From an optimization exercise on the open Yosys and OpenROAD flow, aimed at small area, a short achievable clock period and few clock cycles per item; shortcuts taken in it are not production practice.
Where RTL was checked, it was by simulation tests only, not by an equivalence proof against the original.
Function not checked in run 6: the RTL went through the layout flow alone.
Power figures rest on the tool's default switching activity, not on a simulated workload.

[design.v]
package swfd_pkg;
    localparam int MAX_WORDS      = 16;
    localparam int RING_DEPTH     = 64;
    localparam int CFG_W          = 5;
    localparam int CNT_W          = $clog2(MAX_WORDS + 1);
    localparam int WIDX_W         = 4;
    localparam int FRAME_OVERHEAD = 9;
    localparam int FRAME_MAX      = FRAME_OVERHEAD + 2 * MAX_WORDS;
    localparam int HIST_DEPTH     = FRAME_MAX;
    localparam int POS_W          = 6;
    localparam logic [15:0] CRC_POLY   = 16'h1021;
    localparam logic [15:0] CRC_INIT   = 16'hFFFF;
    localparam logic [7:0]  FRAME_TYPE = 8'h01;
    localparam logic [7:0]  MARKER     = 8'h00;
    localparam logic [CFG_W-1:0] WORD_COUNT_RESET = 5'd1;
    localparam logic [15:0] CRC_00     = 16'h1D0F;
endpackage
module swfd_ram #(
    parameter int WIDTH = 8,
    parameter int DEPTH = 41
) (
    input  logic                    clk,
    input  logic                    we,
    input  logic                    rot,
    input  logic [WIDTH-1:0]        wdata,
    output logic [DEPTH*WIDTH-1:0]  rdata
);
    logic [WIDTH-1:0] mem [DEPTH];
    always_ff @(posedge clk)
    begin
        if (we)
        begin
            mem[0] <= rot ? mem[DEPTH-1] : wdata;
            for (int i = 1; i < DEPTH; i++)
            begin
                mem[i] <= mem[i-1];
            end
        end
    end
    always_comb
    begin
        for (int i = 0; i < DEPTH; i++)
        begin
            rdata[i*WIDTH +: WIDTH] = mem[i];
        end
    end
endmodule
module swfd_crc_unit (
    input  logic [15:0] crc_in,
    input  logic [7:0]  data_in,
    output logic [15:0] crc_out
);
    logic [15:0] c;
    always_comb
    begin
        c = crc_in ^ {data_in, 8'h00};
        for (int k = 0; k < 8; k++)
        begin
            if (c[15])
            begin
                c = {c[14:0], 1'b0} ^ swfd_pkg::CRC_POLY;
            end
            else
            begin
                c = {c[14:0], 1'b0};
            end
        end
        crc_out = c;
    end
endmodule
module sliding_window_frame_detector_unit (
    input  logic                        clk,
    input  logic                        rst_n,
    input  logic                        in_valid,
    output logic                        in_stall,
    input  logic [7:0]                  rx_byte,
    output logic                        out_valid,
    input  logic                        out_stall,
    output logic                        frame_found,
    output logic [7:0]                  frame_address,
    output logic                        has_word,
    output logic [swfd_pkg::WIDX_W-1:0] word_index,
    output logic [15:0]                 data_word,
    output logic                        last,
    input  logic                        cfg_we,
    input  logic [swfd_pkg::CFG_W-1:0]  cfg_wdata
);
    localparam int HD  = swfd_pkg::HIST_DEPTH;
    localparam int PW  = swfd_pkg::POS_W;
    localparam int CW  = swfd_pkg::CNT_W;
    localparam int WIW = swfd_pkg::WIDX_W;
    localparam int MW  = swfd_pkg::MAX_WORDS;
    logic [swfd_pkg::CFG_W-1:0] word_count_reg;
    logic [CW-1:0]              n_cap;
    assign n_cap = (word_count_reg > 5'(MW)) ? CW'(MW) : CW'(word_count_reg);
    logic          h_v;
    logic [7:0]    h_b;
    logic [CW-1:0] h_n;
    logic [WIW-1:0] h_m;             
    logic          h_zero;           
    logic          h_type;           
    logic          in_stall_reg;
    logic          accept;
    logic          consume_ok;
    logic          consume;
    assign in_stall = in_stall_reg;
    assign accept   = in_valid && !in_stall_reg;
    assign consume  = h_v && consume_ok;
    logic [HD*8-1:0] hist_flat;
    logic [7:0]      hist [HD];
    logic [PW-1:0]   vcnt_reg;       
    logic            vcnt4;          
    logic            replay;         
    swfd_ram #(
        .WIDTH (8),
        .DEPTH (HD)
    ) u_hist (
        .clk   (clk),
        .we    (consume || replay),
        .rot   (replay),
        .wdata (h_b),
        .rdata (hist_flat)
    );
    always_comb
    begin
        for (int i = 0; i < HD; i++)
        begin
            hist[i] = hist_flat[i*8 +: 8];
        end
    end
    logic [7:0]    cur_b;
    logic          cur_zero, cur_type, cur_size;
    logic [CW-1:0] cur_n;
    logic          step;
    logic [3:0]    hz;               
    logic [1:0]    hsz;              
    logic [CW-1:0] s_n;              
    logic [PW-1:0] rc;               
    logic          s_ok;             
    logic          rp_zero;          
    logic          rp_type;          
    logic          rp_at_type;       
    assign step     = consume || replay;
    assign cur_b    = replay ? hist[HD-1] : h_b;
    assign cur_zero = replay ? rp_zero : h_zero;
    assign cur_type = replay ? rp_type : h_type;
    assign cur_size = cur_b[0] && (cur_b >= 8'(swfd_pkg::FRAME_OVERHEAD)) && (cur_b <= 8'(swfd_pkg::FRAME_MAX));
    assign cur_n    = replay ? s_n : h_n;
    logic [7:0]    sz;
    logic          hdr_pat;
    logic          hdr;
    logic [15:0]   hdr_crc;
    logic [15:0]   crc_a, crc_b;
    assign sz      = hist[1];
    assign hdr_pat = hz[3] && hz[2] && hsz[1] && cur_type;
    assign hdr     = hdr_pat && (replay ? (s_ok && rp_at_type) : vcnt4);
    swfd_crc_unit u_crc_sz (.crc_in(swfd_pkg::CRC_00), .data_in({2'b00, sz[5:1], 1'b1}), .crc_out(crc_a));
    swfd_crc_unit u_crc_ad (.crc_in(crc_a),            .data_in(hist[0]),              .crc_out(crc_b));
    swfd_crc_unit u_crc_ty (.crc_in(crc_b),            .data_in(swfd_pkg::FRAME_TYPE), .crc_out(hdr_crc));
    logic          tv;
    logic [15:0]   tcrc;
    logic [PW-1:0] trem;
    logic [3:0]    t_is;             
    logic [CW-1:0] tn;
    logic          tn_h, tn_s;       
    logic [CW-1:0] tn_nx, h_n_nx, s_n_nx;
    logic [7:0]    taddr;
    logic [15:0]   tupd;
    logic          tchk;
    logic          t_open;           
    logic          trk_good;
    swfd_crc_unit u_crc_trk (.crc_in(tcrc), .data_in(cur_b), .crc_out(tupd));
    always_comb
    begin
        if (t_is[3])
        begin
            tchk = (tcrc[7:0] == cur_b);
        end
        else if (t_is[2])
        begin
            tchk = (tcrc[15:8] == cur_b);
        end
        else if (t_is[1])
        begin
            tchk = cur_zero;
        end
        else
        begin
            tchk = !t_is[0];
        end
    end
    assign t_open   = tv && tchk;
    logic          tchk_h;
    always_comb
    begin
        if (t_is[3])
        begin
            tchk_h = (tcrc[7:0] == h_b);
        end
        else if (t_is[2])
        begin
            tchk_h = (tcrc[15:8] == h_b);
        end
        else if (t_is[1])
        begin
            tchk_h = h_zero;
        end
        else
        begin
            tchk_h = !t_is[0];
        end
    end
    assign trk_good = tv && t_is[0] && (replay ? tn_s : tn_h) && cur_zero;
    assign tn_nx  = (step && hdr) ? CW'((sz - 8'(swfd_pkg::FRAME_OVERHEAD)) >> 1) : tn;
    assign h_n_nx = accept ? n_cap : h_n;
    assign s_n_nx = consume ? h_n : s_n;
    logic          u_v;
    logic [PW-1:0] u_rem;
    logic [PW-1:0] wide_cnt;
    logic          u_end;
    logic          u_keep;
    logic          trig;
    logic          moved;            
    assign u_end  = u_v && (u_rem == PW'(1));
    assign u_keep = u_v && !u_end;
    assign trig   = h_zero && hz[0] && !trk_good && (u_end || (wide_cnt != '0));
    assign moved  = tv && tchk_h && (hdr || trig);
    logic            r0_v, r0_sp, r0_good, r0_hasw, r0_last, r0_sh, r0_first;
    logic [MW-1:0]   r0_oh;          
    logic            r1_v, r1_sp, r1_good, r1_hasw, r1_last;
    logic [WIW-1:0]  r1_m;
    logic            out_take;
    logic            r0_issue;
    logic            r0_free;        
    logic            replay_end;
    logic            rp_hasw;
    logic [15:0]     pair0;
    logic [15:0]     word;
    logic            nd_sp, nd_good, nd_hasw, nd_last;
    logic [WIW-1:0]  nd_m;
    assign nd_sp   = trig;
    assign nd_good = trk_good;
    assign nd_hasw = trk_good && (h_n != '0);
    assign nd_last = !nd_hasw || (h_n == CW'(1));
    assign nd_m    = h_m;
    logic replay_reg;
    assign replay     = replay_reg;
    assign replay_end = replay && (rc == '0);
    assign rp_hasw    = trk_good && (s_n != '0);
    assign consume_ok = !r1_v && !(r0_v && (r0_sp || !r0_last));
    assign out_take   = !out_valid || !out_stall;
    assign r0_issue   = out_take && r0_v && !r0_sp;
    assign r0_free    = !r0_v || (r0_issue && r0_last);
    assign pair0 = r0_sh ? {hist[5], hist[6]} : {hist[4], hist[5]};
    always_comb
    begin
        word = r0_oh[0] ? pair0 : 16'h0000;
        for (int m = 1; m < MW; m++)
        begin
            word = word | (r0_oh[m] ? {hist[2*m+4], hist[2*m+5]} : 16'h0000);
        end
    end
    function automatic logic [MW-1:0] onehot(input logic [WIW-1:0] m);
        onehot = '0;
        onehot[m] = 1'b1;
    endfunction
    logic r0_v_n, r0_sp_n, r0_last_n, r1_v_n, h_v_n;
    always_comb
    begin
        r0_v_n    = r0_v;
        r0_sp_n   = r0_sp;
        r0_last_n = r0_last;
        r1_v_n    = r1_v;
        if (r0_free)
        begin
            if (r1_v)
            begin
                r0_v_n    = 1'b1;
                r0_sp_n   = r1_sp;
                r0_last_n = r1_last;
                r1_v_n    = 1'b0;
            end
            else if (consume)
            begin
                r0_v_n    = 1'b1;
                r0_sp_n   = nd_sp;
                r0_last_n = nd_last;
            end
            else
            begin
                r0_v_n    = 1'b0;
            end
        end
        else
        begin
            if (consume)
            begin
                r1_v_n = 1'b1;
            end
            if (r0_issue)
            begin
                r0_last_n = r0_oh[1];
            end
            else if (replay_end)
            begin
                r0_sp_n   = 1'b0;
                r0_last_n = !rp_hasw || (s_n == CW'(1));
            end
        end
        h_v_n = accept || (h_v && !consume);
    end
    logic maybe_good, maybe_trig, busy_n;
    assign maybe_good = tv && t_is[0] && tn_h && h_zero;
    assign maybe_trig = h_zero && hz[0] && (u_end || (wide_cnt != '0));
    always_comb
    begin
        if (r0_free)
        begin
            if (r1_v)
            begin
                busy_n = r1_sp || !r1_last;
            end
            else
            begin
                busy_n = consume && (maybe_trig || (maybe_good && h_n > CW'(1)));
            end
        end
        else if (r1_v || consume)
        begin
            busy_n = 1'b1;
        end
        else if (r0_issue)
        begin
            busy_n = !r0_oh[1];
        end
        else if (replay_end)
        begin
            busy_n = tv && t_is[0] && tn_s && s_n > CW'(1);
        end
        else
        begin
            busy_n = r0_sp || !r0_last;
        end
    end
    logic             found_reg;
    logic [7:0]       faddr_reg;
    logic             has_word_reg;
    logic [WIW-1:0]   widx_reg;
    logic [15:0]      data_reg;
    logic             last_reg;
    always_ff @(posedge clk or negedge rst_n)
    begin
        if (!rst_n)
        begin
            word_count_reg <= swfd_pkg::WORD_COUNT_RESET;
            h_v            <= 1'b0;
            in_stall_reg   <= 1'b0;
            vcnt_reg       <= '0;
            vcnt4          <= 1'b0;
            hz             <= '0;
            hsz            <= '0;
            tv             <= 1'b0;
            u_v            <= 1'b0;
            wide_cnt       <= '0;
            r0_v           <= 1'b0;
            r1_v           <= 1'b0;
            replay_reg     <= 1'b0;
            out_valid      <= 1'b0;
        end
        else
        begin
            if (cfg_we)
            begin
                word_count_reg <= cfg_wdata;
            end
            h_v          <= h_v_n;
            in_stall_reg <= h_v_n && busy_n;
            r0_v         <= r0_v_n;
            r1_v         <= r1_v_n;
            replay_reg   <= r0_v_n && r0_sp_n;
            if (step)
            begin
                hz  <= {hz[2:0], cur_zero};
                hsz <= {hsz[0], cur_size};
                tv  <= hdr || (t_open && !(consume && trig));
            end
            if (consume)
            begin
                if (vcnt_reg != '1)
                begin
                    vcnt_reg <= vcnt_reg + PW'(1);
                end
                if (vcnt_reg == PW'(3))
                begin
                    vcnt4 <= 1'b1;
                end
                if (moved && !u_keep)
                begin
                    u_v <= 1'b1;
                end
                else if (u_end)
                begin
                    u_v <= 1'b0;
                end
                if (moved && u_keep)
                begin
                    wide_cnt <= PW'(37);
                end
                else if (wide_cnt != '0)
                begin
                    wide_cnt <= wide_cnt - PW'(1);
                end
            end
            if (out_take)
            begin
                out_valid <= r0_v && !r0_sp;
            end
        end
    end
    always_ff @(posedge clk)
    begin
        if (accept)
        begin
            h_b    <= rx_byte;
            h_n    <= n_cap;
            h_m    <= WIW'(n_cap - CW'(1));
            h_zero <= (rx_byte == swfd_pkg::MARKER);
            h_type <= (rx_byte == swfd_pkg::FRAME_TYPE);
        end
        tn_h <= (tn_nx == h_n_nx);
        tn_s <= (tn_nx == s_n_nx);
        if (step)
        begin
            rp_zero <= (hist[HD-2] == swfd_pkg::MARKER);
            rp_type <= (hist[HD-2] == swfd_pkg::FRAME_TYPE);
            if (hdr)
            begin
                tcrc  <= hdr_crc;
                trem  <= PW'(sz - 8'd5);
                t_is  <= {sz[5:1] == 5'd4, 3'b000};
                tn    <= CW'((sz - 8'(swfd_pkg::FRAME_OVERHEAD)) >> 1);
                taddr <= hist[0];
            end
            else
            begin
                if (t_is == '0)
                begin
                    tcrc <= tupd;
                end
                trem <= trem - PW'(1);
                t_is <= {trem == PW'(5), t_is[3:1]};
            end
        end
        if (consume)
        begin
            if (moved && !u_keep)
            begin
                u_rem <= trem - PW'(1);
            end
            else
            begin
                u_rem <= u_rem - PW'(1);
            end
        end
        if (consume)
        begin
            rc   <= PW'(HD - 1);
            rp_at_type <= 1'b0;
            s_n  <= h_n;
            s_ok <= (vcnt_reg >= PW'(swfd_pkg::FRAME_OVERHEAD - 1) + PW'({h_n, 1'b0}));
        end
        else if (replay)
        begin
            rc <= rc - PW'(1);
            rp_at_type <= (rc == {s_n + CW'(2), 1'b0} + PW'(1));
        end
        if (r0_free)
        begin
            r0_sh    <= 1'b0;
            r0_first <= 1'b1;
            if (r1_v)
            begin
                r0_sp   <= r1_sp;
                r0_good <= r1_good;
                r0_hasw <= r1_hasw;
                r0_last <= r1_last;
                r0_oh   <= onehot(r1_m);
            end
            else
            begin
                r0_sp   <= nd_sp;
                r0_good <= nd_good;
                r0_hasw <= nd_hasw;
                r0_last <= nd_last;
                r0_oh   <= onehot(nd_m);
            end
        end
        else
        begin
            if (consume)
            begin
                r0_sh <= 1'b1;
            end
            if (r0_issue)
            begin
                r0_first <= 1'b0;
                r0_last  <= r0_oh[1];
                r0_oh    <= r0_oh >> 1;
            end
            else if (replay_end)
            begin
                r0_sp   <= 1'b0;
                r0_good <= trk_good;
                r0_hasw <= rp_hasw;
                r0_last <= !rp_hasw || (s_n == CW'(1));
            end
        end
        if (consume && !r0_free)
        begin
            r1_sp   <= nd_sp;
            r1_good <= nd_good;
            r1_hasw <= nd_hasw;
            r1_last <= nd_last;
            r1_m    <= nd_m;
        end
        if (r0_issue)
        begin
            found_reg    <= r0_good;
            faddr_reg    <= r0_good ? taddr : 8'h00;
            has_word_reg <= r0_hasw;
            widx_reg     <= r0_first ? '0 : widx_reg + WIW'(1);
            data_reg     <= r0_hasw ? word : 16'h0000;
            last_reg     <= r0_last;
        end
        else
        begin
            found_reg    <= found_reg    & out_valid;
            faddr_reg    <= faddr_reg    & {8{out_valid}};
            has_word_reg <= has_word_reg & out_valid;
            widx_reg     <= widx_reg     & {WIW{out_valid}};
            data_reg     <= data_reg     & {16{out_valid}};
            last_reg     <= last_reg     & out_valid;
        end
    end
    assign frame_found   = found_reg;
    assign frame_address = faddr_reg;
    assign has_word      = has_word_reg;
    assign word_index    = widx_reg;
    assign data_word     = data_reg;
    assign last          = last_reg;
endmodule
[flow/run.sh]
#!/bin/bash
# The standard layout (standard synthesis included), with plain buffers on the ports
# instead of the delay cells the placer picks by default.
set -euo pipefail
bash standard.sh "BUFFER_PORTS_ARGS=-buffer_cell sky130_fd_sc_hd__buf_4" finish > make_finish.log 2>&1
[standard.sh]
#!/bin/bash
# synth_recipe.tcl (not shown) runs the flow's synth.tcl, then flattens the netlist and writes it again
# the make line also repeats each setting of config.mk as NAME=value (left out here)
make -C /OpenROAD-flow-scripts/flow DESIGN_CONFIG=/design/flow/config.mk WORK_HOME=/design/flow/orfs CLKGATE_MAP_FILE= SYNTH_SCRIPT=/design/flow/synth_recipe.tcl "${@:-finish}"
[config.mk]
export PLATFORM = sky130hd
export DESIGN_NAME = sliding_window_frame_detector_unit
export DESIGN_NICKNAME = sliding_window_frame_detector_unit
export VERILOG_FILES = /design/flow/design.v
export SDC_FILE = /design/flow/constraint.sdc
export NUM_CORES = 4
export LEC_CHECK = 0
export ABC_CLOCK_PERIOD_IN_PS = 2500
export CAP_MARGIN = 20
export CORE_MARGIN = 2
export CORE_UTILIZATION = 40
export CTS_CLUSTER_DIAMETER = 120
export CTS_CLUSTER_SIZE = 24
export SETUP_SLACK_MARGIN = 3.5
export SLEW_MARGIN = 20
[constraint.sdc]
create_clock -name core_clock -period 6.0 [get_ports {clk}]
set_input_delay 1.2000 -clock core_clock [delete_from_list [all_inputs] [get_ports {clk}]]
set_output_delay 1.2000 -clock core_clock [all_outputs]
set_load 0.01 [all_outputs]
==> notes.md, run 1 <==
pin count of the biggest net entering global routing=86; maximum number of buffers from clock root to sink=3; Detail Route Antenna Nets=0; Max VDD drop=0.000419 V; detailed-router iteration count before antenna repair=5; count of unique library cells instantiated by Yosys=67; Buf/Inv on CP=1; proportion of register bits with asynchronous set or reset after synthesis=6.37%; area share of the leading cell type in the synthesized netlist=61.9%; number of cells produced by synthesis=1366; Post-Place Setup Slack=2.38 ns; cell at the root of the clock tree=sky130_fd_sc_hd__clkbuf_16; kind of path behind the tightest hold check=register to register; Hold Path Stages=0; Power per Cell Area=638 mW/mm^2; number of setup violations in the final report=0; Multi-input gate area=0.00548 sq mm; number of pins with negative max-slew slack in the final report=0; slowest stage delay, CP=0.44 ns; worst-path maximum fanout=5; number of register bits inferred by synthesis=502; Sequential cell area=0.0144 sq mm; xor and xnor fraction of the mapped netlist area=5.70%; post-synthesis share of cell area spent on full adders, half adders and majority gates=1.42%; die width=229 microns; share of final-layout standard cells stronger than drive strength 1=11.3%; DP HPWL=27900 microns; Worst Max-Slew Pin Slew=1.05 ns; main combinational cell family by area after synthesis=compound AO/OA/AOI/OAI gates; number of hold violations in the final report=0; number of ports placed on the die boundary=51; Synth Area in Simple Gates=6.50%; setup slack on the worst flop-to-flop path=3.63 ns; multiplexer fraction of the synthesized cell area=3.37%; clock latency reported for the late side of the worst-skew pair=0.59 ns; most frequently used flop master after synthesis=sky130_fd_sc_hd__edfxtp_1; logic depth of the worst register-to-register path=7; capturing point of the worst reg2reg path=tcrc[7]; gr usage total=16.6%; drt wl/cell=21.1 microns; deepest level of the CTS H-tree=1; Ant. Diodes=0; row cnt=82; synthesized net count=1407; DRC Markers=0; dominant delay contributor by cell family on the critical path=flip-flops; sequential share of the synthesized area=71.1%; Layout fillers=4528; cell area after synthesis=0.0202 sq mm; FF-to-FF Start=replay_reg; library cell with the highest instance count after synthesis=sky130_fd_sc_hd__edfxtp_1; TritonCTS sink count=502; initial antenna violation count=0; run status=timing/DRC/antenna clean; worst setup skew after layout=0.0278 ns; data arrival time of the worst path=1.19 ns; synth cell count leaders=417 x sky130_fd_sc_hd__edfxtp_1, 110 x sky130_fd_sc_hd__nand2_1, 90 x sky130_fd_sc_hd__xnor2_1; flip-flop count of the largest register, all copies and words added=328; number of nets in the finished design=1438; average cell area after synthesis=14.8 sq um; clk slew on worst S/H paths=0.10 ns; vias in the first global route=11503; Iter 0 DRT Violations=1136; Worst Hold Path EP=u_hist.mem[38][4]; number of enable-type register cells in the synthesized netlist=417; global route overflow=0; max_cap viols=0; Static Leak=7.53 nW; hold_sp=u_hist.mem[37][4]; highest attainable clock frequency=0.419 GHz; Final Total Pwr=14.2 mW; area overhead of the layout relative to synthesis=9.77%; compound-cell area share of the yosys netlist=9.78%; largest cells by area after synthesis=sky130_fd_sc_hd__edfxtp_1 62%, sky130_fd_sc_hd__dfxtp_1 5.2%, sky130_fd_sc_hd__xnor2_1 3.9%; Worst Setup End Kind=output pin; setup repair after global routing missed its margin=yes; type of the setup path with the least slack=register to output pin; drt via density=5.45; slowest library cell on the worst path=sky130_fd_sc_hd__dfrtp_1; slack of the critical path=3.61 ns; startpoint type of the worst setup path=register; vertical die dimension=229 microns; vias after detailed routing=11375; clock tree from TritonCTS=yes; ratio of final minimum period to clock period=39.8%; number of warnings printed during yosys synthesis=6; final estimated routing congestion in global placement=0.837; minimum clock period=2.39 ns; required time worst endpoint=4.80 ns; Initial Utilization=40.4%; Cell Chain, Critical Path=buf_4; Floorplan Core Area=0.0501 sq mm; TritonCTS buffer count=25; cell type contributing the most total cell area after synthesis=sky130_fd_sc_hd__edfxtp_1; first-pass GRT wire length=68100 microns; worst max-slew margin expressed relative to the limit=29.9%; PortBufs=50; largest register by flop count=u_hist.mem; die area=0.0524 sq mm; wire length after detailed routing=44000 microns; Setup Total Neg Slack=0 ns
## metal layers
layer / global-route usage [%] / vias to the layer above / wire length [microns]
met2: 27.7 / 292 / 21300
met3: 2.00 / 65 / 1820
met5: 0 / - / 0
li1: - / 5247 / -
met4: 4.18 / 0 / 1020
met1: 23.3 / 5771 / 19800
## where the power goes
| group | switching, mW | internal [mW] |
|---|---|---|
| Sequential | 1.58 | 6.41 |
| Combinational | 2.54 | 1.75 |
| Clock | 1.09 | 0.808 |
## placed cells by master, fill, tap and decap left out, drive strengths merged, types with 4 or more instances in the layout
cell type / instances
a221oi: 49
a21o: 5
nand4: 25
mux2: 33
dfrtp: 31
nor3: 15
xnor2: 91
inv: 49
nor4: 9
clkbuf: 43
and3: 6
o211ai: 9
a22o: 59
a222oi: 16
nor2: 48
dfxtp: 53
ha: 23
a211oi: 4
xor2: 40
mux2i: 28
nand3: 19
edfxtp: 417
nor2b: 11
nand2b: 9
and2: 4
a21oi: 40
nand2: 110
o21ai: 67
buf: 64
## area by class of cell
type	count	area share, %
Timing Repair Buffer	64	2.54
Clock buffer	43	3.12
Tap cell	672	3.78
Inverter	49	0.918
Sequential cell	502	64.7
Timing Repair inverter	1	0.0338
Multi-Input combinational cell	754	24.7
Clock inverter	3	0.186
## how the worst max path moves through the flow
stage,start,endpoint,depth (start not counted),slack [ns]
5_1_grt,replay_reg,tcrc[7],7,3.48
3_3_place_gp,r1_v,hsz[1],7,2.47
2_1_floorplan,r0_last,hsz[1],6,-0.55
3_5_place_dp,r1_v,hsz[1],7,2.38
6_report,out_valid,out_valid,1,3.61
4_1_cts,r1_v,hsz[1],8,3.51
## logic make-up after synthesis
kind of cell	Yosys count
adder cells (fa/ha/maj)	23
AND/OR/NAND/NOR	270
buffers and inverters	110
flip-flops	502
multiplexers	61
AO/OA/AOI/OAI	269
XOR/XNOR	131
## repair_timing
action | in CTS | in global routing
pin swaps | 1 | 2
endpoints found under the setup margin | 386 | 336
hold buffers | 0 | 0
resized for setup | 13 | 6
hold endpoints to repair | 0 | 0
gates cloned | 2 | 0
setup buffers | 3 | 2
## stage by stage
stage	util (%)	cell area (sq um)	std cells	hold slack (ns)
5_1_grt	44.4	22200	2088	0.438
3_5_place_dp	42.6	21300	2035	0.405
4_1_cts	44.3	22200	2086	0.428
2_1_floorplan	-	20300	1366	0.400
6_report	44.4	22200	2088	0.428
3_3_place_gp	42.6	21300	2035	0.401
Testbench counts, summed over its fixed seeds: cycles 27,879, bytes 24,469.
==> inputs of run 2 (changes only) <==
--- a/config.mk
+++ b/config.mk
@@ -13,3 +13,3 @@
 export CTS_CLUSTER_SIZE = 24
-export SETUP_SLACK_MARGIN = 3.5
+export SETUP_SLACK_MARGIN = 3.7
 export SLEW_MARGIN = 20
==> notes.md, run 2 <==
run status=timing/DRC/antenna clean; ratio of final minimum period to clock period=38.8% (-1.1 points); vias after detailed routing=11617 (+2.1%); clk slew on worst S/H paths=0.10 ns (about the same); FF-to-FF Start=replay_reg; deepest level of the CTS H-tree=1 (unchanged); net switching power figure=5.33 mW (+2.2%); number of placed instances, taps included=2039 (+0.20%); number of setup violations in the final report=0 (unchanged); non-filler instance count after layout=2106 (+0.86%); commonest non-fill, non-tap cell in the layout=sky130_fd_sc_hd__edfxtp_1; capturing point of the worst reg2reg path=u_rem[2]; initial antenna violation count=0 (unchanged); fraction of the core area covered by cells at the end of the flow=45.0% (+0.63 points); Iter 0 DRT Violations=1272 (+12%); kind of path behind the tightest hold check=register to register; row cnt=82 (unchanged); largest cells by area after synthesis=sky130_fd_sc_hd__edfxtp_1 62%, sky130_fd_sc_hd__dfxtp_1 5.2%, sky130_fd_sc_hd__xnor2_1 3.9%; Post-Place Setup Slack=2.28 ns (-0.101 ns); relative contribution of sequential cells to total power=55.0% (-1.3 points); pin count of the biggest net entering global routing=74 (-14%); most frequently used flop master after synthesis=sky130_fd_sc_hd__edfxtp_1; number of register bits inferred by synthesis=502 (unchanged); maximum number of buffers from clock root to sink=3 (unchanged); global route overflow=0 (unchanged); PortBufs=50 (unchanged); worst setup path startpoint=out_valid; logic depth of the worst register-to-register path=7 (unchanged); worst setup skew after layout=0.0297 ns (+0.00184 ns); detailed-router iteration count before antenna repair=6 (+1); synthesized net count=1407 (unchanged); setup slack on the worst flop-to-flop path=3.74 ns (+0.11 ns); average cell area after synthesis=14.8 sq um (unchanged); synth cell count leaders=417 x sky130_fd_sc_hd__edfxtp_1, 110 x sky130_fd_sc_hd__nand2_1, 90 x sky130_fd_sc_hd__xnor2_1; startpoint type of the worst setup path=register; post-synthesis share of cell area spent on full adders, half adders and majority gates=1.42% (unchanged); gr usage total=17.0% (+0.32 points); TritonCTS sink count=502 (unchanged); combinational cell fraction of total power=32.3% (+2.0 points); cell area after synthesis=0.0202 sq mm (unchanged); type of the setup path with the least slack=register to output pin; max_cap viols=0 (unchanged); cell at the root of the clock tree=sky130_fd_sc_hd__clkbuf_16; area share of the leading cell type in the synthesized netlist=61.9% (unchanged); Detail Route Antenna Nets=0 (unchanged); share of final-layout standard cells stronger than drive strength 1=14.3% (+3.0 points); number of warnings printed during yosys synthesis=6 (unchanged); wire length after detailed routing=45000 microns (+2.4%); Max VDD drop=0.000329 V (-21%); drt via density=5.52 (+1.3%); multiplexer fraction of the synthesized cell area=3.37% (unchanged); worst-path maximum fanout=2 (-3); Buf/Inv on CP=1 (unchanged); Cell Chain, Critical Path=buf_6; dominant delay contributor by cell family on the critical path=flip-flops; count of unique library cells instantiated by Yosys=67 (unchanged); main combinational cell family by area after synthesis=compound AO/OA/AOI/OAI gates; drt wl/cell=21.4 microns (+1.5%); number of nets in the finished design=1457 (+1.3%); cell type contributing the most total cell area after synthesis=sky130_fd_sc_hd__edfxtp_1; Initial Utilization=40.4% (unchanged); TritonCTS buffer count=24 (-4.0%); slowest stage delay, CP=0.43 ns (about the same); highest attainable clock frequency=0.430 GHz (+2.7%); Floorplan Core Area=0.0501 sq mm (unchanged); first-pass GRT wire length=69800 microns (+2.5%); clock tree from TritonCTS=yes; clock latency reported for the late side of the worst-skew pair=0.58 ns (about the same); area overhead of the layout relative to synthesis=11.3%; clock network fraction of total power=12.8% (-0.6 points); switching part of the total=36.9% (+0.080 points); worst max-slew margin expressed relative to the limit=28.4% (-1.4 points); Final Total Pwr=14.5 mW (+2.0%); DP HPWL=28000 microns (+0.53%); slowest library cell on the worst path=sky130_fd_sc_hd__dfrtp_1; DRC Markers=0 (unchanged); sequential share of the synthesized area=71.1% (unchanged); Ant. Diodes=0 (unchanged); final estimated routing congestion in global placement=0.828 (-1.1%); Static Leak=7.72 nW (+2.4%); internal power summed over all cells=9.13 mW (+1.9%); CP Depth=1 (unchanged); die area=0.0524 sq mm (unchanged); Worst Setup End Kind=output pin; slack of the critical path=3.67 ns (+0.0630 ns); proportion of register bits with asynchronous set or reset after synthesis=6.37% (unchanged); Power per Cell Area=642 mW/mm^2 (+0.57%); number of cells produced by synthesis=1366 (unchanged); vias in the first global route=11617 (+0.99%); xor and xnor fraction of the mapped netlist area=5.70% (unchanged); hold-fix buffer count after cts=0 (unchanged); data arrival time of the worst path=1.13 ns (-0.06 ns); largest register by flop count=u_hist.mem; number of ports placed on the die boundary=51 (unchanged); die width=229 microns (unchanged); worst setup path endpoint=out_valid; number of enable-type register cells in the synthesized netlist=417 (unchanged); Synth Area in Simple Gates=6.50% (unchanged); commonest cells after routing, fill and taps aside=417 x sky130_fd_sc_hd__edfxtp_1, 108 x sky130_fd_sc_hd__nand2_1, 83 x sky130_fd_sc_hd__xnor2_1; flip-flop count of the largest register, all copies and words added=328 (unchanged); setup repair after global routing missed its margin=yes; compound-cell area share of the yosys netlist=9.78% (unchanged); Worst Max-Slew Pin Slew=1.07 ns (+0.0215 ns); minimum hold slack=0.418 ns (-0.00937 ns); required time worst endpoint=4.80 ns (about the same); library cell with the highest instance count after synthesis=sky130_fd_sc_hd__edfxtp_1; number of pins with negative max-slew slack in the final report=0 (unchanged); vertical die dimension=229 microns (unchanged); minimum clock period=2.33 ns (-0.0630 ns); number of hold violations in the final report=0 (unchanged)
==> run 2: cell types whose count changed in the layout (fill, tap and decap cells not counted), sizes merged <==
cell	previous run	this run
buf	64	81
inv	49	48
bufinv	0	1
bufbuf	0	1
==> run 2: stage by stage <==
stage | TNS (ns) | instance area, sq um
finish | 0 | 22500
global route | 0 | 22500
CTS | 0 | 22400
detailed placement | 0 | 21400
global placement | 0 | 21400
floorplan | -175.85 | 20300
==> run 2: metal layers <==
layer | global-route usage [%] | share of wire [%] | vias up
li1 | - | - | 5279
met5 | 0 | 0 | -
met1 | 24.6 | 45 | 5875
met3 | 2.22 | 5.7 | 69
met4 | 3.19 | 1.9 | 0
met2 | 27.6 | 47 | 394
==> run 2: layout make-up <==
| cell class | instances | area, sq um |
|---|---|---|
| Clock buffer | 43 | 682 |
| Clock inverter | 1 | 16.3 |
| Fill cell | 4464 | 27500 |
| Inverter | 49 | 213 |
| Multi-Input combinational cell | 754 | 5610 |
| Sequential cell | 502 | 14400 |
| Tap cell | 672 | 841 |
| Timing Repair Buffer | 82 | 749 |
| Timing Repair inverter | 3 | 20.0 |
==> run 2: kinds of logic after synthesis <==
logic type / Yosys count
flip-flops: 502
AND/OR/NAND/NOR: 270
AO/OA/AOI/OAI: 269
XOR/XNOR: 131
buffers and inverters: 110
multiplexers: 61
adder cells (fa/ha/maj): 23
==> run 2: power by group through the flow <==
| stage | registers [mW] | logic (mW) | clock network [mW] |
|---|---|---|---|
| final | 7.95 | 4.67 | 1.85 |
| after global routing | 8.16 | 5.15 | 2.01 |
| after CTS | 7.94 | 4.59 | 1.90 |
| after detailed placement | 8.01 | 4.25 | 0 |
| after global placement | 7.98 | 4.22 | 0 |
| after floorplan | 7.07 | 3.12 | 0 |
==> run 2: worst min path at each step <==
| stage | startpoint | to | slack [ns] | depth (start not counted) |
|---|---|---|---|---|
| 3_5_place_dp | u_hist.mem[3][3] | u_hist.mem[4][3] | 0.40 | 0 |
| 2_1_floorplan | u_hist.mem[1][6] | u_hist.mem[2][6] | 0.40 | 0 |
| 6_report | u_hist.mem[38][5] | u_hist.mem[39][5] | 0.42 | 0 |
| 5_1_grt | u_hist.mem[38][5] | u_hist.mem[39][5] | 0.44 | 0 |
| 4_1_cts | u_hist.mem[3][3] | u_hist.mem[4][3] | 0.43 | 0 |
| 3_3_place_gp | u_hist.mem[1][6] | u_hist.mem[2][6] | 0.40 | 0 |
==> run 2: what timing repair did <==
| action | 4_1_cts | 5_1_grt |
|---|---|---|
| endpoints found under the setup margin | 408 | 139 |
| pin swaps | 3 | 0 |
| cloned | 4 | 0 |
| buffers inserted | 14 | 5 |
| resized for setup | 32 | 25 |
==> inputs of run 3 (changes only) <==
--- a/config.mk
+++ b/config.mk
@@ -13,3 +13,3 @@
 export CTS_CLUSTER_SIZE = 24
-export SETUP_SLACK_MARGIN = 3.7
+export SETUP_SLACK_MARGIN = 3.65
 export SLEW_MARGIN = 20
==> notes.md, run 3 <==
run status=timing/DRC/antenna clean; slowest library cell on the worst path=sky130_fd_sc_hd__dfrtp_1; Static Leak=7.72 nW (about the same); global route overflow=0 (unchanged); number of pins with negative max-slew slack in the final report=0 (unchanged); kind of path behind the tightest hold check=register to register; gr usage total=16.8% (-0.18 points); ratio of final minimum period to clock period=38.8% (about the same); DRC Markers=0 (unchanged); library cell with the highest instance count after synthesis=sky130_fd_sc_hd__edfxtp_1; startpoint type of the worst setup path=register; vias in the first global route=11376 (-2.1%); average cell area after synthesis=14.8 sq um (unchanged); worst-path maximum fanout=2 (unchanged); max_cap viols=0 (unchanged); die width=229 microns (unchanged); Floorplan Core Area=0.0501 sq mm (unchanged); drt via density=5.44 (-1.4%); clock tree from TritonCTS=yes; required time worst endpoint=4.80 ns (about the same); clock latency reported for the late side of the worst-skew pair=0.58 ns (about the same); slowest stage delay, CP=0.42 ns (about the same); number of register bits inferred by synthesis=502 (unchanged); share of final-layout standard cells stronger than drive strength 1=13.6% (-0.73 points); cell type contributing the most total cell area after synthesis=sky130_fd_sc_hd__edfxtp_1; data arrival time of the worst path=1.13 ns (about the same); number of enable-type register cells in the synthesized netlist=417 (unchanged); Iter 0 DRT Violations=1256 (-1.3%); die area=0.0524 sq mm (unchanged); TritonCTS sink count=502 (unchanged); number of nets in the finished design=1460 (+0.21%); detailed-router iteration count before antenna repair=5 (-1); Worst Setup End Kind=output pin; largest cells by area after synthesis=sky130_fd_sc_hd__edfxtp_1 62%, sky130_fd_sc_hd__dfxtp_1 5.2%, sky130_fd_sc_hd__xnor2_1 3.9%; commonest non-fill, non-tap cell in the layout=sky130_fd_sc_hd__edfxtp_1; proportion of register bits with asynchronous set or reset after synthesis=6.37% (unchanged); Max VDD drop=0.000412 V (+25%); number of cells produced by synthesis=1366 (unchanged); minimum clock period=2.33 ns (+0.00166 ns); Buf/Inv on CP=1 (unchanged); Worst Max-Slew Pin Slew=1.07 ns (-0.00175 ns); flip-flop count of the largest register, all copies and words added=328 (unchanged); FF-to-FF Start=r0_last; final estimated routing congestion in global placement=0.855 (+3.2%); sequential share of the synthesized area=71.1% (unchanged); number of warnings printed during yosys synthesis=6 (unchanged); PortBufs=50 (unchanged); deepest level of the CTS H-tree=1 (unchanged); Cell Chain, Critical Path=buf_6; row cnt=82 (unchanged); Power per Cell Area=640 mW/mm^2 (-0.31%); number of setup violations in the final report=0 (unchanged); Post-Place Cell Area=0.0214 sq mm (-0.16%); synthesized net count=1407 (unchanged); type of the setup path with the least slack=register to output pin; worst setup skew after layout=0.0226 ns (-0.00710 ns); area overhead of the layout relative to synthesis=11.4% (about the same); cell at the root of the clock tree=sky130_fd_sc_hd__clkbuf_16; dominant delay contributor by cell family on the critical path=flip-flops; number of hold violations in the final report=0 (unchanged); Detail Route Antenna Nets=0 (unchanged); vertical die dimension=229 microns (unchanged); wire length after detailed routing=44400 microns (-1.4%); maximum number of buffers from clock root to sink=3 (unchanged); initial antenna violation count=0 (unchanged); cell area after synthesis=0.0202 sq mm (unchanged); Initial Utilization=40.4% (unchanged); drt wl/cell=21.1 microns (-1.5%); clk slew on worst S/H paths=0.10 ns (about the same); DP HPWL=27500 microns (-1.8%); vias after detailed routing=11473 (-1.2%); Setup Total Neg Slack=0 ns (unchanged); worst max-slew margin expressed relative to the limit=28.4% (about the same); hold_sp=u_hist.mem[36][4]; area of all placed cells without fillers=0.0226 sq mm (about the same); largest register by flop count=u_hist.mem; area share of the leading cell type in the synthesized netlist=61.9% (unchanged); count of unique library cells instantiated by Yosys=67 (unchanged); commonest cells after routing, fill and taps aside=417 x sky130_fd_sc_hd__edfxtp_1, 110 x sky130_fd_sc_hd__nand2_1, 87 x sky130_fd_sc_hd__xnor2_1; setup repair after global routing missed its margin=yes; synth cell count leaders=417 x sky130_fd_sc_hd__edfxtp_1, 110 x sky130_fd_sc_hd__nand2_1, 90 x sky130_fd_sc_hd__xnor2_1; Ant. Diodes=0 (unchanged); hold-fix buffer count after cts=0 (unchanged); TritonCTS buffer count=24 (unchanged); highest attainable clock frequency=0.430 GHz (about the same); pin count of the biggest net entering global routing=78 (+5.4%); worst setup path startpoint=out_valid; number of ports placed on the die boundary=51 (unchanged); most frequently used flop master after synthesis=sky130_fd_sc_hd__edfxtp_1; Layout fillers=4476 (+0.27%); first-pass GRT wire length=68300 microns (-2.1%)
run 3: path summary, 6_finish.rpt:
kind	depth (start not counted)	to	slack, ns
setup / recovery	1	out_valid	3.67
hold / removal	0	u_hist.mem[37][4]	0.43
setup reg to reg	8	tn_h	3.72
hold reg to reg	0	u_hist.mem[37][4]	0.43
max in group asynchronous	1	r1_v	5.06
min in group asynchronous	1	r0_v	0.58
run 3: through the flow:
stage	power (mW)	std cells	hold slack (ns)	utilization (%)	setup WS, ns
finish	14.4	2109	0.426	45.0	3.67
global route	15.3	2109	0.441	45.0	3.56
CTS	14.4	2098	0.427	44.6	3.63
detailed placement	12.2	2038	0.405	42.6	2.43
global placement	12.1	2038	0.401	42.6	2.50
floorplan	10.2	1366	0.400	-	-0.545
run 3: what timing repair did:
action,4_1_cts,5_1_grt
resized for setup,25,23
setup endpoints to repair,401,349
setup buffers,12,11
pin swaps,3,3
gates cloned,4,0
run 3: per-layer routing:
metal / up-vias / GRT usage (%) / wire, microns
met2: 362 / 27.3 / 21100
met3: 57 / 2.48 / 2610
met4: 0 / 3.69 / 926
li1: 5286 / - / -
met5: - / 0 / 0
met1: 5768 / 23.9 / 19800
run 3: cell families after synthesis:
logic type,after synthesis,synth area share [%]
mux,61,3.37
fa+ha+maj,23,1.42
xor+xnor,131,5.70
simple gates,270,6.50
buf+inv,110,2.17
compound gates,269,9.78
flops,502,71.1
run 3: final cells by class:
type                    count  area, sq um  share of cell area (%)
clock buffers              44          707                    3.13
inverters                  49          230                    1.02
multi-input cells         754         5560                    24.7
flip-flops and latches    502        14400                    63.8
well taps                 672          841                    3.73
repair buffers             87          816                    3.62
repair inverters            1         7.51                  0.0333
run 3: power breakdown:
part           internal [mW]  switching, mW  leakage, nW
clock                  0.804           1.06        0.337
combinational           1.98           2.74         2.58
sequential              6.40           1.45         4.81
==> inputs of run 4 (changes only) <==
--- a/config.mk
+++ b/config.mk
@@ -13,2 +13,3 @@
 export CTS_CLUSTER_SIZE = 24
+export PLACE_DENSITY = 0.75
 export SETUP_SLACK_MARGIN = 3.65
==> notes.md, run 4 <==
worst-path maximum fanout=30 (+28); slowest stage delay, CP=0.43 ns (about the same); initial antenna violation count=0 (unchanged); setup slack on the worst flop-to-flop path=3.68 ns (-0.04 ns); first-pass GRT wire length=67500 microns (-1.1%); maximum number of buffers from clock root to sink=3 (unchanged); synthesized net count=1407 (unchanged); number of hold violations in the final report=0 (unchanged); Floorplan Core Area=0.0501 sq mm (unchanged); vertical die dimension=229 microns (unchanged); number of ports placed on the die boundary=51 (unchanged); Multi-input gate area=0.00558 sq mm (+0.34%); share of final-layout standard cells stronger than drive strength 1=13.3% (-0.29 points); area of all placed cells without fillers=0.0225 sq mm (-0.13%); pin count of the biggest net entering global routing=88 (+13%); synth cell count leaders=417 x sky130_fd_sc_hd__edfxtp_1, 110 x sky130_fd_sc_hd__nand2_1, 90 x sky130_fd_sc_hd__xnor2_1; area share of the leading cell type in the synthesized netlist=61.9% (unchanged); TritonCTS sink count=502 (unchanged); Ant. Diodes=0 (unchanged); cell type contributing the most total cell area after synthesis=sky130_fd_sc_hd__edfxtp_1; row cnt=82 (unchanged); commonest non-fill, non-tap cell in the layout=sky130_fd_sc_hd__edfxtp_1; vias in the first global route=11583 (+1.8%); Power per Cell Area=644 mW/mm^2 (+0.63%); number of register bits inferred by synthesis=502 (unchanged); deepest level of the CTS H-tree=1 (unchanged); drt wl/cell=20.8 microns (-1.2%); cell area after synthesis=0.0202 sq mm (unchanged); worst setup path startpoint=r0_last; data arrival time of the worst path=2.64 ns (+1.51 ns); Max VDD drop=0.000414 V (+0.54%); count of unique library cells instantiated by Yosys=67 (unchanged); cell at the root of the clock tree=sky130_fd_sc_hd__clkbuf_16; wire length after detailed routing=43800 microns (-1.5%); max_cap viols=0 (unchanged); worst max-slew margin expressed relative to the limit=22.2% (-6.3 points); commonest cells after routing, fill and taps aside=417 x sky130_fd_sc_hd__edfxtp_1, 110 x sky130_fd_sc_hd__nand2_1, 85 x sky130_fd_sc_hd__xnor2_1; Post-Place Setup Slack=2.07 ns (-0.360 ns); kind of path behind the tightest hold check=register to register; number of warnings printed during yosys synthesis=6 (unchanged); Cell Chain, Critical Path=nor2b_4 > o21ai_4 > clkinv_8 > nor2_4 > clkinvlp_4 > buf_6 > bufbuf_16; minimum clock period=2.32 ns (-0.00621 ns); vias after detailed routing=11801 (+2.9%); largest register by flop count=u_hist.mem; Sequential cell area=0.0144 sq mm (about the same); largest cells by area after synthesis=sky130_fd_sc_hd__edfxtp_1 62%, sky130_fd_sc_hd__dfxtp_1 5.2%, sky130_fd_sc_hd__xnor2_1 3.9%; TritonCTS buffer count=25 (+4.2%); area overhead of the layout relative to synthesis=11.3%; worst setup path endpoint=u_hist.mem[33][2]; number of pins with negative max-slew slack in the final report=0 (unchanged); highest attainable clock frequency=0.431 GHz (+0.27%); sequential share of the synthesized area=71.1% (unchanged); DP HPWL=27400 microns (-0.71%); Worst Setup End Kind=register; detailed-router iteration count before antenna repair=6 (+1); DRC Markers=0 (unchanged); flip-flop count of the largest register, all copies and words added=328 (unchanged); hold-fix buffer count after cts=0 (unchanged); startpoint type of the worst setup path=register; clock tree from TritonCTS=yes; slowest library cell on the worst path=sky130_fd_sc_hd__edfxtp_1; capturing point of the worst reg2reg path=u_hist.mem[33][2]; clk slew on worst S/H paths=0.10 ns (about the same); Layout fillers=4378 (-2.2%); die width=229 microns (unchanged); clock latency reported for the late side of the worst-skew pair=0.58 ns (about the same); library cell with the highest instance count after synthesis=sky130_fd_sc_hd__edfxtp_1; PortBufs=50 (unchanged); fraction of the core area covered by cells at the end of the flow=45.0% (-0.057 points); Static Leak=7.69 nW (-0.44%); required time worst endpoint=6.32 ns (+1.52 ns); number of nets in the finished design=1453 (-0.48%); ratio of final minimum period to clock period=38.7% (-0.10 points); FF-to-FF Start=r0_last; worst setup skew after layout=0.0248 ns (+0.00223 ns); run status=timing/DRC/antenna clean; number of setup violations in the final report=0 (unchanged); final estimated routing congestion in global placement=0.855 (about the same); most frequently used flop master after synthesis=sky130_fd_sc_hd__edfxtp_1; drt via density=5.61 (+3.2%); average cell area after synthesis=14.8 sq um (unchanged); Post-Place Cell Area=0.0213 sq mm (-0.12%); Initial Utilization=40.4% (unchanged); Iter 0 DRT Violations=1266 (+0.80%); setup repair after global routing missed its margin=yes; type of the setup path with the least slack=register to register; global route overflow=0 (unchanged); slack of the critical path=3.68 ns (+0.00621 ns); Worst Max-Slew Pin Slew=1.17 ns (+0.0941 ns); logic depth of the worst register-to-register path=7 (-1); Detail Route Antenna Nets=0 (unchanged); number of enable-type register cells in the synthesized netlist=417 (unchanged); proportion of register bits with asynchronous set or reset after synthesis=6.37% (unchanged); die area=0.0524 sq mm (unchanged); gr usage total=16.3% (-0.47 points); number of cells produced by synthesis=1366 (unchanged)
==> run 4: cell counts after synthesis <==
Identical to the previous run, type by type.
==> run 4: cell type report <==
| cell class | count | area share, % |
|---|---|---|
| repair buffers | 76 | 3.22 |
| flip-flops and latches | 502 | 63.9 |
| repair inverters | 4 | 0.117 |
| inverters | 49 | 1.02 |
| clock inverters | 3 | 0.161 |
| clock buffers | 43 | 3.08 |
| well taps | 672 | 3.73 |
| multi-input cells | 754 | 24.8 |
==> run 4: logic make-up (layout without fill, tap and decap cells) <==
| logic type | Yosys count | in the layout | share of synthesized area, % |
|---|---|---|---|
| compound gates | 269 | 269 | 9.78 |
| xor+xnor | 131 | 131 | 5.70 |
| fa+ha+maj | 23 | 23 | 1.42 |
| buf+inv | 110 | 175 | 2.17 |
| flops | 502 | 502 | 71.1 |
| mux | 61 | 61 | 3.37 |
| simple gates | 270 | 270 | 6.50 |
==> run 4: power breakdown <==
group          switching, mW  total, mW  internal (mW)
Combinational           2.70       4.63           1.93
Sequential              1.57       7.99           6.41
Clock                   1.08       1.89          0.807
==> run 4: timing repair <==
item                       4_1_cts  5_1_grt
pin swaps                        4        1
gates cloned                     5        2
setup endpoints to repair      422      117
resized for setup               27       24
setup buffers                   11        6
==> run 4: worst min path at each step <==
stage	from	endpoint	slack, ns	cells after the start
5_1_grt	u_hist.mem[2][1]	u_hist.mem[3][1]	0.43	0
6_report	u_hist.mem[1][6]	u_hist.mem[2][6]	0.43	0
4_1_cts	u_hist.mem[37][6]	u_hist.mem[38][6]	0.42	0
2_1_floorplan	u_hist.mem[1][6]	u_hist.mem[2][6]	0.40	0
3_3_place_gp	u_hist.mem[1][7]	u_hist.mem[2][7]	0.40	0
3_5_place_dp	u_hist.mem[37][6]	u_hist.mem[38][6]	0.40	0
==> run 4: metal layers <==
metal,GRT usage (%),part of all wire [%]
met5,0,0
met3,2.33,6.9
met4,5.32,2.8
met1,22.4,42
met2,26.8,48
==> run 4: critical path: cells and delay by family (launching register included) <==
kind,cells,cell delay [ns]
compound gates,1,0.25
buf+inv,4,0.98
flops,1,0.43
simple gates,2,0.37
==> run 4: metrics by stage <==
step | power, mW | hold WS, ns | TNS (ns) | cells
detailed placement | 12.1 | 0.405 | 0 | 2033
floorplan | 10.2 | 0.400 | -175.85 | 1366
CTS | 14.4 | 0.422 | 0 | 2095
finish | 14.5 | 0.426 | 0 | 2103
global placement | 12.0 | 0.403 | 0 | 2033
global route | 15.3 | 0.432 | 0 | 2103
==> inputs of run 5 (changes only) <==
--- a/design.v
+++ b/design.v
@@ -98,3 +98,2 @@
     logic [CW-1:0] h_n;
-    logic [WIW-1:0] h_m;             
     logic          h_zero;           
@@ -244,3 +243,3 @@
     assign nd_last = !nd_hasw || (h_n == CW'(1));
-    assign nd_m    = h_m;
+    assign nd_m    = WIW'(h_n - CW'(1));
     logic replay_reg;
@@ -425,3 +424,2 @@
             h_n    <= n_cap;
-            h_m    <= WIW'(n_cap - CW'(1));
             h_zero <= (rx_byte == swfd_pkg::MARKER);
--- a/config.mk
+++ b/config.mk
@@ -13,3 +13,2 @@
 export CTS_CLUSTER_SIZE = 24
-export PLACE_DENSITY = 0.75
 export SETUP_SLACK_MARGIN = 3.65
==> notes.md, run 5 <==
run status=timing/DRC/antenna clean; number of register bits inferred by synthesis=498 (-0.80%); Static Leak=7.73 nW (+0.52%); Iter 0 DRT Violations=1053 (-17%); initial antenna violation count=0 (unchanged); proportion of register bits with asynchronous set or reset after synthesis=6.43% (+0.051 points); global routing's busiest layer=met2; Sequential cell area=0.0143 sq mm (-0.86%); gr usage total=16.6% (+0.27 points); highest attainable clock frequency=0.430 GHz (-0.16%); non-filler instance count after layout=2099 (-0.19%); sequential share of the synthesized area=70.6% (-0.50 points); largest register by flop count=u_hist.mem; library cell with the highest instance count after synthesis=sky130_fd_sc_hd__edfxtp_1; number of ports placed on the die boundary=51 (unchanged); data arrival time of the worst path=1.12 ns (-1.52 ns); logic depth of the worst register-to-register path=8 (+1); capturing point of the worst reg2reg path=u_hist.mem[21][1]; setup slack on the worst flop-to-flop path=3.75 ns (+0.07 ns); CP Depth=1 (-6); detailed-router iteration count before antenna repair=6 (unchanged); vias after detailed routing=11355 (-3.8%); die area=0.0524 sq mm (-0.14%); hold-fix buffer count after cts=0 (unchanged); commonest non-fill, non-tap cell in the layout=sky130_fd_sc_hd__edfxtp_1; kind of path behind the tightest hold check=register to register; met1 usage=24.3% (+1.9 points); Layout fillers=4483 (+2.4%); met2 Track Usage GR=26.7% (-0.042 points); fraction of the core area covered by cells at the end of the flow=44.9% (-0.13 points); final estimated routing congestion in global placement=0.876 (+2.5%); Cell Chain, Critical Path=buf_6; first-pass GRT wire length=67600 microns (+0.19%); synth cell count leaders=413 x sky130_fd_sc_hd__edfxtp_1, 99 x sky130_fd_sc_hd__nand2_1, 84 x sky130_fd_sc_hd__xnor2_1; clock latency reported for the late side of the worst-skew pair=0.58 ns (about the same); worst setup path startpoint=out_valid; Worst Max-Slew Pin Slew=1.15 ns (-0.0194 ns); DP HPWL=27500 microns (+0.52%); setup repair after global routing missed its margin=yes; number of pins with negative max-slew slack in the final report=0 (unchanged); count of unique library cells instantiated by Yosys=70 (+4.5%); vias in the first global route=11241 (-3.0%); TritonCTS sink count=498 (-0.80%); Detail Route Antenna Nets=0 (unchanged); Ant. Diodes=0 (unchanged); pin count of the biggest net entering global routing=111 (+26%); max_cap viols=0 (unchanged); Max VDD drop=0.000419 V (+1.1%); worst-path maximum fanout=3 (-90%); global route overflow=0 (unchanged); deepest level of the CTS H-tree=1 (unchanged); dominant delay contributor by cell family on the critical path=flip-flops; number of cells produced by synthesis=1366 (unchanged); startpoint type of the worst setup path=register; number of enable-type register cells in the synthesized netlist=413 (-0.96%); area share of the leading cell type in the synthesized netlist=61.3% (-0.51 points); worst setup path endpoint=out_valid; wire length after detailed routing=44500 microns (+1.6%); DRC Markers=0 (unchanged); ratio of final minimum period to clock period=38.7% (+0.061 points); Multi-input gate area=0.00565 sq mm (+1.3%); worst setup skew after layout=0.0206 ns (-0.00424 ns); vertical die dimension=229 microns (about the same); slack of the critical path=3.68 ns (-0.00365 ns); row cnt=82 (unchanged); clk slew on worst S/H paths=0.10 ns (about the same); worst max-slew margin expressed relative to the limit=23.5% (+1.3 points); TritonCTS buffer count=24 (-4.0%); drt via density=5.41 (-3.6%); cell area after synthesis=0.0202 sq mm (-0.14%); most frequently used flop master after synthesis=sky130_fd_sc_hd__edfxtp_1; cell type contributing the most total cell area after synthesis=sky130_fd_sc_hd__edfxtp_1; synthesized net count=1410 (+0.21%); Worst Setup End Kind=output pin; maximum number of buffers from clock root to sink=3 (unchanged); area overhead of the layout relative to synthesis=11.1%; Buf/Inv on CP=1 (-3); share of final-layout standard cells stronger than drive strength 1=12.9% (-0.38 points); number of warnings printed during yosys synthesis=6 (unchanged); cell at the root of the clock tree=sky130_fd_sc_hd__clkbuf_16; drt wl/cell=21.2 microns (+1.8%); die width=229 microns (about the same); number of nets in the finished design=1453 (unchanged); type of the setup path with the least slack=register to output pin; slowest stage delay, CP=0.44 ns (about the same); clock tree from TritonCTS=yes; flip-flop count of the largest register, all copies and words added=328 (unchanged); Floorplan Core Area=0.0501 sq mm (unchanged); number of placed instances, taps included=2034 (+0.049%); area of all placed cells without fillers=0.0225 sq mm (-0.28%); required time worst endpoint=4.80 ns (-1.52 ns); Post-Place Setup Slack=2.35 ns (+0.283 ns); number of hold violations in the final report=0 (unchanged); slowest library cell on the worst path=sky130_fd_sc_hd__dfrtp_2; largest cells by area after synthesis=sky130_fd_sc_hd__edfxtp_1 61%, sky130_fd_sc_hd__dfxtp_1 5.2%, sky130_fd_sc_hd__dfrtp_1 3.8%; commonest cells after routing, fill and taps aside=413 x sky130_fd_sc_hd__edfxtp_1, 98 x sky130_fd_sc_hd__nand2_1, 81 x sky130_fd_sc_hd__xnor2_1; global routing usage on met3=1.91% (-0.42 points); minimum clock period=2.32 ns (+0.00365 ns); Setup Total Neg Slack=0 ns (unchanged); Power per Cell Area=637 mW/mm^2 (-1.1%); Initial Utilization=40.4% (-0.055 points); average cell area after synthesis=14.8 sq um (-0.14%); number of setup violations in the final report=0 (unchanged); FF-to-FF Start=r0_last; Post-Place Cell Area=0.0213 sq mm (-0.22%); PortBufs=50 (unchanged)
-- run 5: cell count changes after synthesis, moves of 5 or more --
| cell | change |
|---|---|
| sky130_fd_sc_hd__nand2_1 | -11 |
| sky130_fd_sc_hd__o21ai_0 | +9 |
| sky130_fd_sc_hd__inv_1 | -7 |
| sky130_fd_sc_hd__o211ai_1 | -6 |
| sky130_fd_sc_hd__xnor2_1 | -6 |
| sky130_fd_sc_hd__nor3_1 | +5 |
-- run 5: per-layer routing --
| layer | share of wire, % | vias up |
|---|---|---|
| li1 | - | 5285 |
| met1 | 46 | 5697 |
| met2 | 47 | 322 |
| met3 | 5.2 | 51 |
| met4 | 1.8 | 0 |
| met5 | 0 | - |
-- run 5: power by group --
| part | leakage, nW | total, mW | switching (mW) | internal (mW) |
|---|---|---|---|---|
| registers | 4.80 | 7.86 | 1.53 | 6.33 |
| logic | 2.60 | 4.63 | 2.67 | 1.96 |
| clock network | 0.328 | 1.83 | 1.06 | 0.771 |
-- run 5: how the worst min path moves through the flow --
stage | slack [ns] | cells past startpoint | to | startpoint
final | 0.42 | 0 | u_hist.mem[4][5] | u_hist.mem[3][5]
after global routing | 0.44 | 0 | u_hist.mem[3][7] | u_hist.mem[2][7]
after CTS | 0.43 | 0 | u_hist.mem[3][6] | u_hist.mem[2][6]
after detailed placement | 0.40 | 0 | u_hist.mem[3][1] | u_hist.mem[2][1]
after global placement | 0.40 | 0 | u_hist.mem[4][1] | u_hist.mem[3][1]
after floorplan | 0.40 | 0 | u_hist.mem[2][6] | u_hist.mem[1][6]
-- run 5: final cells by class --
| cell class | count | area share, % |
|---|---|---|
| Sequential cell | 498 | 63.5 |
| Multi-Input combinational cell | 764 | 25.2 |
| Tap cell | 672 | 3.74 |
| Clock inverter | 2 | 0.111 |
| Timing Repair Buffer | 78 | 3.63 |
| Clock buffer | 42 | 2.97 |
| Timing Repair inverter | 1 | 0.0390 |
| Inverter | 42 | 0.797 |
-- run 5: logic make-up (layout without fill, tap and decap cells) --
family | count (synthesis) | count (layout) | share of synthesized area [%]
buffers and inverters | 104 | 165 | 2.10
multiplexers | 57 | 57 | 3.27
adder cells (fa/ha/maj) | 26 | 26 | 1.61
flip-flops | 498 | 498 | 70.6
AND/OR/NAND/NOR | 271 | 271 | 6.53
AO/OA/AOI/OAI | 280 | 280 | 10.1
XOR/XNOR | 130 | 130 | 5.78
-- run 5: timing repair --
item | in CTS | in global routing
gates resized for setup | 30 | 19
pin swaps | 2 | 3
gates cloned | 4 | 3
endpoints found under the setup margin | 398 | 289
buffers inserted | 6 | 8
-- run 5: stage by stage --
| stage | hold slack, ns | power (mW) |
|---|---|---|
| floorplan | 0.400 | 10.4 |
| global placement | 0.403 | 12.0 |
| detailed placement | 0.405 | 12.1 |
| CTS | 0.427 | 14.3 |
| global route | 0.435 | 15.2 |
| finish | 0.421 | 14.3 |
Testbench counts of run 5, summed over its fixed seeds: cycles 27,879, bytes 24,469.
==> inputs of run 6 (changes only) <==
--- a/design.v
+++ b/design.v
@@ -95,5 +95,5 @@
     assign n_cap = (word_count_reg > 5'(MW)) ? CW'(MW) : CW'(word_count_reg);
-    logic          h_v;
     logic [7:0]    h_b;
     logic [CW-1:0] h_n;
+    logic [WIW-1:0] h_m;             
     logic          h_zero;           
@@ -101,8 +101,10 @@
     logic          in_stall_reg;
-    logic          accept;
-    logic          consume_ok;
     logic          consume;
     assign in_stall = in_stall_reg;
-    assign accept   = in_valid && !in_stall_reg;
-    assign consume  = h_v && consume_ok;
+    assign consume  = in_valid && !in_stall_reg;
+    assign h_b      = rx_byte;
+    assign h_n      = n_cap;
+    assign h_m      = WIW'(n_cap - CW'(1));
+    assign h_zero   = (rx_byte == swfd_pkg::MARKER);
+    assign h_type   = (rx_byte == swfd_pkg::FRAME_TYPE);
     logic [HD*8-1:0] hist_flat;
@@ -213,3 +215,5 @@
     assign tn_nx  = (step && hdr) ? CW'((sz - 8'(swfd_pkg::FRAME_OVERHEAD)) >> 1) : tn;
-    assign h_n_nx = accept ? n_cap : h_n;
+    logic [swfd_pkg::CFG_W-1:0] wc_nx;
+    assign wc_nx  = cfg_we ? cfg_wdata : word_count_reg;
+    assign h_n_nx = (wc_nx > 5'(MW)) ? CW'(MW) : CW'(wc_nx);
     assign s_n_nx = consume ? h_n : s_n;
@@ -243,3 +247,3 @@
     assign nd_last = !nd_hasw || (h_n == CW'(1));
-    assign nd_m    = WIW'(h_n - CW'(1));
+    assign nd_m    = h_m;
     logic replay_reg;
@@ -248,3 +252,2 @@
     assign rp_hasw    = trk_good && (s_n != '0);
-    assign consume_ok = !r1_v && !(r0_v && (r0_sp || !r0_last));
     assign out_take   = !out_valid || !out_stall;
@@ -265,3 +268,3 @@
     endfunction
-    logic r0_v_n, r0_sp_n, r0_last_n, r1_v_n, h_v_n;
+    logic r0_v_n, r0_sp_n, r0_last_n, r1_v_n;
     always_comb
@@ -308,3 +311,2 @@
         end
-        h_v_n = accept || (h_v && !consume);
     end
@@ -354,3 +356,2 @@
             word_count_reg <= swfd_pkg::WORD_COUNT_RESET;
-            h_v            <= 1'b0;
             in_stall_reg   <= 1'b0;
@@ -374,4 +375,3 @@
             end
-            h_v          <= h_v_n;
-            in_stall_reg <= h_v_n && busy_n;
+            in_stall_reg <= busy_n;
             r0_v         <= r0_v_n;
@@ -420,9 +420,2 @@
     begin
-        if (accept)
-        begin
-            h_b    <= rx_byte;
-            h_n    <= n_cap;
-            h_zero <= (rx_byte == swfd_pkg::MARKER);
-            h_type <= (rx_byte == swfd_pkg::FRAME_TYPE);
-        end
         tn_h <= (tn_nx == h_n_nx);
--- a/config.mk
+++ b/config.mk
@@ -13,3 +13,3 @@
 export CTS_CLUSTER_SIZE = 24
-export SETUP_SLACK_MARGIN = 3.65
+export SETUP_SLACK_MARGIN = 3.5
 export SLEW_MARGIN = 20
==> notes.md, run 6 <==
clk slew on worst S/H paths=0.10 ns (about the same); Layout fillers=4138 (-7.7%); count of unique library cells instantiated by Yosys=58 (-17%); library cell with the highest instance count after synthesis=sky130_fd_sc_hd__edfxtp_1; number of warnings printed during yosys synthesis=6 (unchanged); largest cells by area after synthesis=sky130_fd_sc_hd__edfxtp_1 62%, sky130_fd_sc_hd__dfxtp_1 4.9%, sky130_fd_sc_hd__dfrtp_1 3.9%; DP HPWL=28500 microns (+3.6%); Detail Route Antenna Nets=0 (unchanged); detailed-router iteration count before antenna repair=8 (+2); max_cap viols=0 (unchanged); TritonCTS buffer count=24 (unchanged); run status=timing/DRC/antenna clean; cell type contributing the most total cell area after synthesis=sky130_fd_sc_hd__edfxtp_1; global route overflow=0 (unchanged); row cnt=80 (-2.4%); most frequently used flop master after synthesis=sky130_fd_sc_hd__edfxtp_1; Worst Setup End Kind=register; type of the setup path with the least slack=primary input to register; worst setup skew after layout=0.0278 ns (+0.00719 ns); drt wl/cell=23.3 microns (+9.8%); cell area after synthesis=0.0194 sq mm (-4.0%); synth cell count leaders=403 x sky130_fd_sc_hd__edfxtp_1, 85 x sky130_fd_sc_hd__xnor2_1, 80 x sky130_fd_sc_hd__nand2_1; data arrival time of the worst path=3.23 ns (+2.11 ns); flip-flop count of the largest register, all copies and words added=328 (unchanged); PortBufs=50 (unchanged); Multi-input gate area=0.00558 sq mm (-1.3%); Iter 0 DRT Violations=1159 (+10%); commonest cells after routing, fill and taps aside=403 x sky130_fd_sc_hd__edfxtp_1, 84 x sky130_fd_sc_hd__xnor2_1, 72 x sky130_fd_sc_hd__a22o_1; number of hold violations in the final report=0 (unchanged); vias after detailed routing=11366 (+0.097%); multiplexer fraction of the synthesized cell area=3.05% (-0.21 points); synthesized net count=1346 (-4.5%); Initial Utilization=40.6% (+0.20 points); main combinational cell family by area after synthesis=compound AO/OA/AOI/OAI gates; average cell area after synthesis=14.9 sq um (+0.69%); fraction of the core area covered by cells at the end of the flow=46.7% (+1.8 points); die area=0.0503 sq mm (-3.9%); Synth Area in Simple Gates=6.04% (-0.49 points); share of final-layout standard cells stronger than drive strength 1=17.0% (+4.1 points); gr usage total=18.3% (+1.7 points); worst max-slew margin expressed relative to the limit=24.7% (+1.2 points); required time worst endpoint=6.33 ns (+1.53 ns); number of nets in the finished design=1422 (-2.1%); setup repair after global routing missed its margin=yes; kind of path behind the tightest hold check=register to register; hold-fix buffer count after cts=0 (unchanged); number of placed instances, taps included=1918 (-5.7%); maximum number of buffers from clock root to sink=3 (unchanged); area overhead of the layout relative to synthesis=15.0%; Max VDD drop=0.000322 V (-23%); xor and xnor fraction of the mapped netlist area=6.00% (+0.22 points); Floorplan Core Area=0.0478 sq mm (-4.4%); number of pins with negative max-slew slack in the final report=0 (unchanged); number of setup violations in the final report=0 (unchanged); Sequential cell area=0.0138 sq mm (-3.0%); deepest level of the CTS H-tree=1 (unchanged); drt via density=5.65 (+4.4%); TritonCTS sink count=482 (-3.2%); startpoint type of the worst setup path=primary input; cell at the root of the clock tree=sky130_fd_sc_hd__clkbuf_16; worst-path maximum fanout=3 (unchanged); die width=224 microns (-2.0%); clock latency reported for the late side of the worst-skew pair=0.56 ns (-0.02 ns); initial antenna violation count=0 (unchanged); compound-cell area share of the yosys netlist=10.0% (-0.14 points); vias in the first global route=11118 (-1.1%); number of register bits inferred by synthesis=482 (-3.2%); Ant. Diodes=0 (unchanged); DRC Markers=0 (unchanged); proportion of register bits with asynchronous set or reset after synthesis=6.43% (about the same); vertical die dimension=224 microns (-2.0%)
-- run 6: cell count changes after synthesis, sizes merged, moves of 8 or more --
cell | before | now
a211oi | 9 | 1
a22o | 58 | 72
buf | 15 | 2
clkbuf | 47 | 56
edfxtp | 413 | 403
nand2 | 99 | 80
o21ai | 75 | 58
-- run 6: logic make-up after synthesis --
kind of cell | Yosys count
and+or+nand+nor | 241
xor gates and xnor gates | 133
buffers and inverters | 104
AOI/OAI and AO/OA | 262
adders and majority gates | 25
DFF | 482
muxes | 56
-- run 6: final cells by class --
type                            instances  share of cell area, %
Sequential cell                       482                   62.0
Multi-Input combinational cell        718                   25.0
Timing Repair Buffer                  107                   5.46
Tap cell                              615                   3.45
Clock buffer                           43                   3.10
Inverter                               46                  0.857
Clock inverter                          1                  0.134
-- run 6: path summary, 6_finish.rpt --
kind | start | end | slack, ns | depth (start not counted)
setup / recovery | rx_byte[6] | u_rem[2] | 3.10 | 8
hold / removal | u_hist.mem[2][6] | u_hist.mem[3][6] | 0.43 | 0
setup reg to reg | replay_reg | u_rem[2] | 3.50 | 7
hold reg to reg | u_hist.mem[2][6] | u_hist.mem[3][6] | 0.43 | 0
max in group asynchronous | rst_n | replay_reg | 5.08 | 1
min in group asynchronous | rst_n | vcnt_reg[4] | 0.57 | 1
-- run 6: critical path, stage by stage --
cell and delay [ns]:
sky130_fd_sc_hd__buf_8 0.10, sky130_fd_sc_hd__or4_4 0.55, sky130_fd_sc_hd__nor3_4 0.30, sky130_fd_sc_hd__buf_6 0.15
sky130_fd_sc_hd__a311o_1 0.20, sky130_fd_sc_hd__o2111ai_4 0.17, sky130_fd_sc_hd__a21oi_4 0.24, sky130_fd_sc_hd__mux2_4 0.32
-- run 6: routing by layer --
metal / up-vias / wire, microns / track usage, %
li1: 5155 / - / -
met1: 5742 / 20400 / 25.8
met2: 406 / 22500 / 30.6
met3: 63 / 2990 / 2.26
met4: 0 / 892 / 3.63
met5: - / 0 / 0
-- run 6: through the flow --
stage	hold slack, ns	TNS, ns	setup slack [ns]	area, sq um	total power, mW
after global routing	0.434	0	3.07	22300	12.2
final	0.425	0	3.10	22300	11.6
after CTS	0.427	0	3.16	21900	11.5
after global placement	0.402	0	1.75	20500	9.44
after detailed placement	0.405	0	1.68	20500	9.47
after floorplan	0.400	-393.28	-1.15	19600	8.28
-- run 6: where the power goes --
part | internal (mW) | switching, mW
Clock | 0.800 | 1.03
Sequential | 5.26 | 1.29
Combinational | 1.40 | 1.80
Total | 7.46 | 4.13
-- run 6: what timing repair did --
item | 4_1_cts | 5_1_grt
resized for setup | 74 | 51
gates cloned | 10 | 2
buffers inserted | 21 | 17
pin swaps | 11 | 9
endpoints found under the setup margin | 436 | 203

Setup slack of run 6, layout unchanged: 3.097 ns with ideal ports, 3.113 ns with driving cells assumed (clock clkbuf_16, inputs buf_2), 2.507 ns with port delays also shifted by the 0.606 ns mid clock arrival.
